Source: an optimization exercise on an open RTL-to-GDS flow (aim: small area, a short achievable clock period and few clock cycles per item). Production flows keep margins and buffers that such runs may drop. The RTL was checked by simulation tests, not by an equivalence proof against the original design.

the baseline:
## alu_top
module alu_top #(
    parameter int xlen = alu_pkg::xlen_default
) (
    input  logic              clk,
    input  logic              reset,
    input  logic              valid,
    input  logic [5:0]        alucode,
    input  logic [xlen-1:0]   a,
    input  logic [xlen-1:0]   b,
    output logic [xlen-1:0]   result,
    output logic              busy
);
==> module alu_top, before the edit <==
module alu_top #(
    parameter int xlen = alu_pkg::xlen_default
) (
    input  logic              clk,
    input  logic              reset,
    input  logic              valid,
    input  logic [5:0]        alucode,
    input  logic [xlen-1:0]   a,
    input  logic [xlen-1:0]   b,
    output logic [xlen-1:0]   result,
    output logic              busy
);
    localparam int sw = 43;
    localparam int s_idle = 0;  
    localparam int s_norm = 1;  
    localparam int s_div  = 2;
    localparam int s_mul  = 3;
    localparam int s_done = 4;  
    logic [4:0]  st;
    logic [4:0]  sh_amt;  
    logic [3:0]  cnt;
    logic [33:0] r;       
    logic [31:0] q;       
    logic [33:0] d;       
    logic        negq;    
    logic        negr;    
    logic [31:0] qm;      
    logic        use_d;   
    logic        dinv;    
    logic        neg_a;   
    logic        neg_b;   
    logic        corr;    
    logic        from_t1;  
    logic        sel_r;   
    logic        y_prev;  
    logic alu_op;
    logic is_mul, is_div, signed_div, is_quot, sa, b_zero, fast;
    assign is_mul     = (alucode[4:1] == 4'b0101) | (alucode[4:1] == 4'b0110);  
    assign is_div     = (alucode[4:1] == 4'b0111) | (alucode[4:1] == 4'b1000);  
    assign signed_div = ~alucode[0];               
    assign is_quot    = ~alucode[4];               
    assign sa         = alucode[0] ^ alucode[2];   
    assign b_zero     = (b == '0);
    assign fast       = ((alucode[4:2] == 3'b001) & ~(alucode[1] & alucode[0]))  
                      | (alucode[4:1] == 4'b1001);                                
    assign alu_op     = ~is_mul & ~is_div;
    logic idle, in_norm, in_div, in_mul, done;
    assign idle    = st[s_idle];
    assign in_norm = st[s_norm];
    assign in_div  = st[s_div];
    assign in_mul  = st[s_mul];
    assign done    = st[s_done];
    logic [35:0] x1, y1, t1, x2, y2, t2;
    logic        inv2, q1, q2;
    logic [31:0] r1;
    assign x1   = {{2{r[33]}}, r};
    assign y1   = {{2{d[33]}}, d} | {36{~use_d}};
    assign t1   = x1 + y1 + {35'd0, dinv};
    assign q1   = ~t1[35];
    assign r1   = q1 ? t1[31:0] : r[31:0];
    logic alu_sub;
    assign alu_sub = alucode[1] | alucode[0];  
    assign x2   = idle ? {4'd0, a} : {4'd0, r1};
    assign y2   = idle ? {4'd0, b ^ {32{alu_sub}}} : {{3{d[33]}}, d[33:1]};
    assign inv2 = idle ? alu_sub : ~neg_b;
    assign t2   = x2 + y2 + {35'd0, inv2};
    assign q2   = ~t2[35];
    logic [5:0] za, zb, sdiff;
    mag_clz u_clz_a (.v(a), .neg(signed_div & a[31]), .n(za));
    mag_clz u_clz_b (.v(b), .neg(signed_div & b[31]), .n(zb));
    assign sdiff = zb - za;
    logic [31:0] alu_res, sh_out;
    logic [32:0] d_al;
    int_alu u_int_alu (
        .alucode  (alucode),
        .a        (a),
        .b        (b),
        .sum      (t2[32:0]),
        .norm     (in_norm),
        .norm_src (d[31:0]),
        .norm_amt (sh_amt),
        .result   (alu_res),
        .sh_out   (sh_out)
    );
    assign d_al = {neg_b, sh_out};  
    logic [sw-1:0] m_sum;
    multiplier #(.sw(sw)) u_multiplier (
        .x      (d[32:0]),
        .acc_in (r),
        .y      (q[7:0]),
        .y_prev (y_prev),
        .sum    (m_sum)
    );
    logic last;  
    assign last = (cnt == '0);
    always_ff @(posedge clk or negedge reset) begin
        if (!reset) begin
            st    <= 5'd1 << s_idle;
            cnt   <= '0;
            use_d <= 1'b0;
            dinv  <= 1'b0;
        end else begin
            st    <= '0;
            use_d <= 1'b0;
            dinv  <= 1'b0;
            if (idle) begin
                cnt <= 4'd3;
                if (!valid || (alu_op & fast))
                    st[s_idle] <= 1'b1;
                else if (is_mul)
                    st[s_mul] <= 1'b1;
                else if (is_div & ~b_zero & ~(zb < za))
                    st[s_norm] <= 1'b1;
                else
                    st[s_done] <= 1'b1;
            end
            if (in_norm) begin
                cnt <= 4'(sh_amt[4:1]);
                st[s_div] <= 1'b1;
                use_d     <= 1'b1;
                dinv      <= ~neg_b;
            end
            if (in_div) begin
                cnt <= cnt - 1'b1;
                if (!last) begin
                    st[s_div] <= 1'b1;
                    use_d     <= 1'b1;
                    dinv      <= ~neg_b;
                end else begin
                    st[s_done] <= 1'b1;
                end
            end
            if (in_mul) begin
                cnt <= cnt - 1'b1;
                if (!last) begin
                    st[s_mul] <= 1'b1;
                end else begin
                    st[s_done] <= 1'b1;
                    use_d      <= corr;
                end
            end
            if (done)             st[s_idle] <= 1'b1;  
        end
    end
    always_ff @(posedge clk) begin
        case (1'b1)
            idle: if (valid) begin
                negq   <= is_div & ~b_zero & ~(zb < za) & signed_div & is_quot
                        & (a[31] ^ b[31]);
                negr   <= is_div & ~b_zero & ~(zb < za) & signed_div & ~is_quot
                        & a[31];
                from_t1 <= (is_div & ~b_zero & ~(zb < za) & signed_div & ~is_quot & a[31])
                         | (is_mul & alucode[2] & b[31]);
                neg_a  <= signed_div & a[31];
                neg_b  <= signed_div & b[31];
                corr   <= is_mul & alucode[2] & b[31];  
                sel_r  <= (is_mul & (alucode[0] | alucode[2])) | (is_div & ~is_quot);
                y_prev <= 1'b0;
                sh_amt <= sdiff[4:0];
                if (is_mul) begin
                    r <= '0;
                    d <= {{2{sa & a[31]}}, a};
                    q <= b;
                end else if (is_div) begin
                    r <= {{2{signed_div & a[31] & ~b_zero}}, a};
                    d <= {{2{signed_div & b[31]}}, b};
                    q <= b_zero ? '1 : '0;
                    qm <= '1;
                end else begin
                    q <= alu_res;
                end
            end
            in_norm: begin
                if (neg_a) r <= ~t1[33:0];
                d <= (sh_amt[0] ? {d_al[32], d_al} : {d_al, 1'b0}) ^ {34{~neg_b}};
            end
            in_div: begin
                r <= {2'b0, q2 ? t2[31:0] : r1};
                d <= {{2{d[33]}}, d[33:2]};
                q <= {q[29:0], q1, q2};
                qm <= (q[1:0] != 2'd0) ? {q[31:2], q[1:0] - 2'd1} : {qm[29:0], 2'b11};
            end
            in_mul: begin
                y_prev <= q[7];
                r      <= m_sum[41:8];
                q      <= {m_sum[7:0], q[31:8]};
            end
            default: ;
        endcase
    end
    logic [31:0] fast_res;
    assign fast_res = alucode[4] ? b
                    : (alucode[1] ? (a & b) : (alucode[0] ? (a | b) : (a ^ b)));
    logic [31:0] q_m1;
    assign q_m1 = (q[1:0] != 2'd0) ? {q[31:2], q[1:0] - 2'd1} : {qm[29:0], 2'b11};
    logic [31:0] res_reg;
    assign res_reg = negq ? ~q_m1 : (sel_r ? r[31:0] : q);
    assign result = idle ? fast_res
                  : (from_t1 ? (t1[31:0] ^ {32{negr}}) : res_reg);
    assign busy   = valid & ~(idle & alu_op & fast) & ~done;
endmodule
Settings: LEC_CHECK=0, ABC_AREA=1, CAP_MARGIN=20, CORE_MARGIN=2, CORE_UTILIZATION=30, SETUP_SLACK_MARGIN=4, SLEW_MARGIN=20, TNS_END_PERCENT=10; clock period 11.0 ns.
standard.sh (not shown) runs the stock make flow with config.mk's settings and CLKGATE_MAP_FILE= SYNTH_SCRIPT=/design/flow/synth_recipe.tcl, a recipe that flattens the netlist after the stock synthesis.
==> flow/flow/run.sh <==
#!/bin/bash
set -euo pipefail
bash standard.sh 'BUFFER_PORTS_ARGS=-buffer_cell sky130_fd_sc_hd__buf_2' finish > flow_make.log 2>&1
The baseline: PASS, flow complete, no timing, DRC or antenna violations
Testbench counts of the baseline, summed over its fixed seeds: cycles 102,543, ops 24,000.
[inputs] the candidate vs the baseline
-- flow/design.v --
<<< the baseline, line 156
    logic        negq;    
    logic        negr;    
    logic [31:0] qm;      
    logic        use_d;   
    logic        dinv;    
>>> the candidate, line 156
    logic        negq;    
    logic        negr;    
    logic        use_d;   
    logic        dinv;    
<<< the baseline, line 165
    logic        sel_r;   
    logic        y_prev;  
    logic alu_op;
    logic is_mul, is_div, signed_div, is_quot, sa, b_zero, fast;
>>> the candidate, line 164
    logic        sel_r;   
    logic        y_prev;  
    logic        short;   
    logic alu_op;
    logic is_mul, is_div, signed_div, is_quot, sa, b_zero, fast;
<<< the baseline, line 173
    assign sa         = alucode[0] ^ alucode[2];   
    assign b_zero     = (b == '0);
    assign fast       = ((alucode[4:2] == 3'b001) & ~(alucode[1] & alucode[0]))  
                      | (alucode[4:1] == 4'b1001);                                
>>> the candidate, line 173
    assign sa         = alucode[0] ^ alucode[2];   
    assign b_zero     = (b == '0);
    logic a_short, b_short, swap;
    assign a_short    = (a[31:15] == '0) | (a[31:15] == '1);
    assign b_short    = (b[31:15] == '0) | (b[31:15] == '1);
    assign swap       = a_short & ~b_short & ~(alucode[2] & ~alucode[0]);
    logic [31:0] mx, my;  
    logic        mx_sgn;
    assign mx         = swap ? b : a;
    assign my         = swap ? a : b;
    assign mx_sgn     = swap ? (sa & ~alucode[2]) : sa;  
    assign fast       = ((alucode[4:2] == 3'b001) & ~(alucode[1] & alucode[0]))  
                      | (alucode[4:1] == 4'b1001);                                
<<< the baseline, line 236
            dinv  <= 1'b0;
            if (idle) begin
                cnt <= 4'd3;
                if (!valid || (alu_op & fast))
                    st[s_idle] <= 1'b1;
>>> the candidate, line 245
            dinv  <= 1'b0;
            if (idle) begin
                cnt <= (b_short | swap) ? 4'd1 : 4'd3;
                if (!valid || (alu_op & fast))
                    st[s_idle] <= 1'b1;
<<< the baseline, line 282
                        & a[31];
                from_t1 <= (is_div & ~b_zero & ~(zb < za) & signed_div & ~is_quot & a[31])
                         | (is_mul & alucode[2] & b[31]);
                neg_a  <= signed_div & a[31];
                neg_b  <= signed_div & b[31];
                corr   <= is_mul & alucode[2] & b[31];  
                sel_r  <= (is_mul & (alucode[0] | alucode[2])) | (is_div & ~is_quot);
                y_prev <= 1'b0;
                sh_amt <= sdiff[4:0];
                if (is_mul) begin
                    r <= '0;
                    d <= {{2{sa & a[31]}}, a};
                    q <= b;
                end else if (is_div) begin
                    r <= {{2{signed_div & a[31] & ~b_zero}}, a};
                    d <= {{2{signed_div & b[31]}}, b};
                    q <= b_zero ? '1 : '0;
                    qm <= '1;
                end else begin
                    q <= alu_res;
>>> the candidate, line 291
                        & a[31];
                from_t1 <= (is_div & ~b_zero & ~(zb < za) & signed_div & ~is_quot & a[31])
                         | (is_mul & alucode[2] & my[31]);
                neg_a  <= signed_div & a[31];
                neg_b  <= signed_div & b[31];
                corr   <= is_mul & alucode[2] & my[31];  
                sel_r  <= (is_mul & (alucode[0] | alucode[2])) | (is_div & ~is_quot);
                y_prev <= 1'b0;
                short  <= b_short | swap;
                sh_amt <= sdiff[4:0];
                if (is_mul) begin
                    r <= '0;
                    d <= {{2{mx_sgn & mx[31]}}, mx};
                    q <= my;
                end else if (is_div) begin
                    r <= {{2{signed_div & a[31] & ~b_zero}}, a};
                    d <= {{2{signed_div & b[31]}}, b};
                    q <= b_zero ? '1 : '0;
                end else begin
                    q <= alu_res;
<<< the baseline, line 310
                d <= {{2{d[33]}}, d[33:2]};
                q <= {q[29:0], q1, q2};
                qm <= (q[1:0] != 2'd0) ? {q[31:2], q[1:0] - 2'd1} : {qm[29:0], 2'b11};
            end
            in_mul: begin
                y_prev <= q[7];
                r      <= m_sum[41:8];
                q      <= {m_sum[7:0], q[31:8]};
            end
            default: ;
>>> the candidate, line 319
                d <= {{2{d[33]}}, d[33:2]};
                q <= {q[29:0], q1, q2};
            end
            in_mul: begin
                y_prev <= q[7];
                if (short & last) begin
                    r <= {{15{m_sum[sw-1]}}, m_sum[sw-1:24]};
                    q <= {m_sum[23:0], q[31:24]};
                end else begin
                    r <= m_sum[41:8];
                    q <= {m_sum[7:0], q[31:8]};
                end
            end
            default: ;
<<< the baseline, line 323
    assign fast_res = alucode[4] ? b
                    : (alucode[1] ? (a & b) : (alucode[0] ? (a | b) : (a ^ b)));
    logic [31:0] q_m1;
    assign q_m1 = (q[1:0] != 2'd0) ? {q[31:2], q[1:0] - 2'd1} : {qm[29:0], 2'b11};
    logic [31:0] res_reg;
    assign res_reg = negq ? ~q_m1 : (sel_r ? r[31:0] : q);
    assign result = idle ? fast_res
                  : (from_t1 ? (t1[31:0] ^ {32{negr}}) : res_reg);
>>> the candidate, line 336
    assign fast_res = alucode[4] ? b
                    : (alucode[1] ? (a & b) : (alucode[0] ? (a | b) : (a ^ b)));
    logic [31:0] res_reg;
    assign res_reg = negq ? -q : (sel_r ? r[31:0] : q);
    assign result = idle ? fast_res
                  : (from_t1 ? (t1[31:0] ^ {32{negr}}) : res_reg);
Notes after the runs:
- NOTE: die area in the candidate exceeds that of the baseline
- As of the candidate, synthesized area had risen slightly compared to the baseline.
- Higher number of gates resized after cts among the baseline and the candidate: the candidate
- Global routing usage on met3 (higher): the baseline
- The baseline vs the candidate, class of the most critical setup path: flip-flop to primary output vs input port to primary output
- Distinct cell type count of the synthesized netlist, the candidate vs the baseline: up by a few percent
Testbench counts of the candidate, summed over its fixed seeds: cycles 96,887, ops 24,000.

re-timing with driven ports:
In the flow no input, the clock included, has a driving cell. The finished layouts below were timed again as built, in two steps. Step 1, drivers: a clkbuf_16 drives clk and a buf_2 each remaining input, both assumed. Step 2 adds t to the input delays and takes it off the output delays; t is the mean of the earliest and latest rising clock arrival at the registers after step 1. Input paths then give back, and output paths get back, about the clock's delay inside the block. Slacks: ideal ports / drivers / drivers and shift; pairs: ideal ports / drivers.
| run | t (ns) | setup WS [ns] | slew at the worst register clock pin (ns) | pins driven straight from the clock port |
|---|---|---|---|---|
| the baseline | 0.588 | 3.874 / 3.804 / 3.360 | 0.09 / 0.09 | 1 |
| the candidate | 0.571 | 3.841 / 3.817 / 3.407 | 0.08 / 0.08 | 1 |
After both steps every run listed still meets setup and hold. The setup slack of the baseline, which loses most, moves by -0.070 ns with the drivers and by -0.514 ns with both steps.
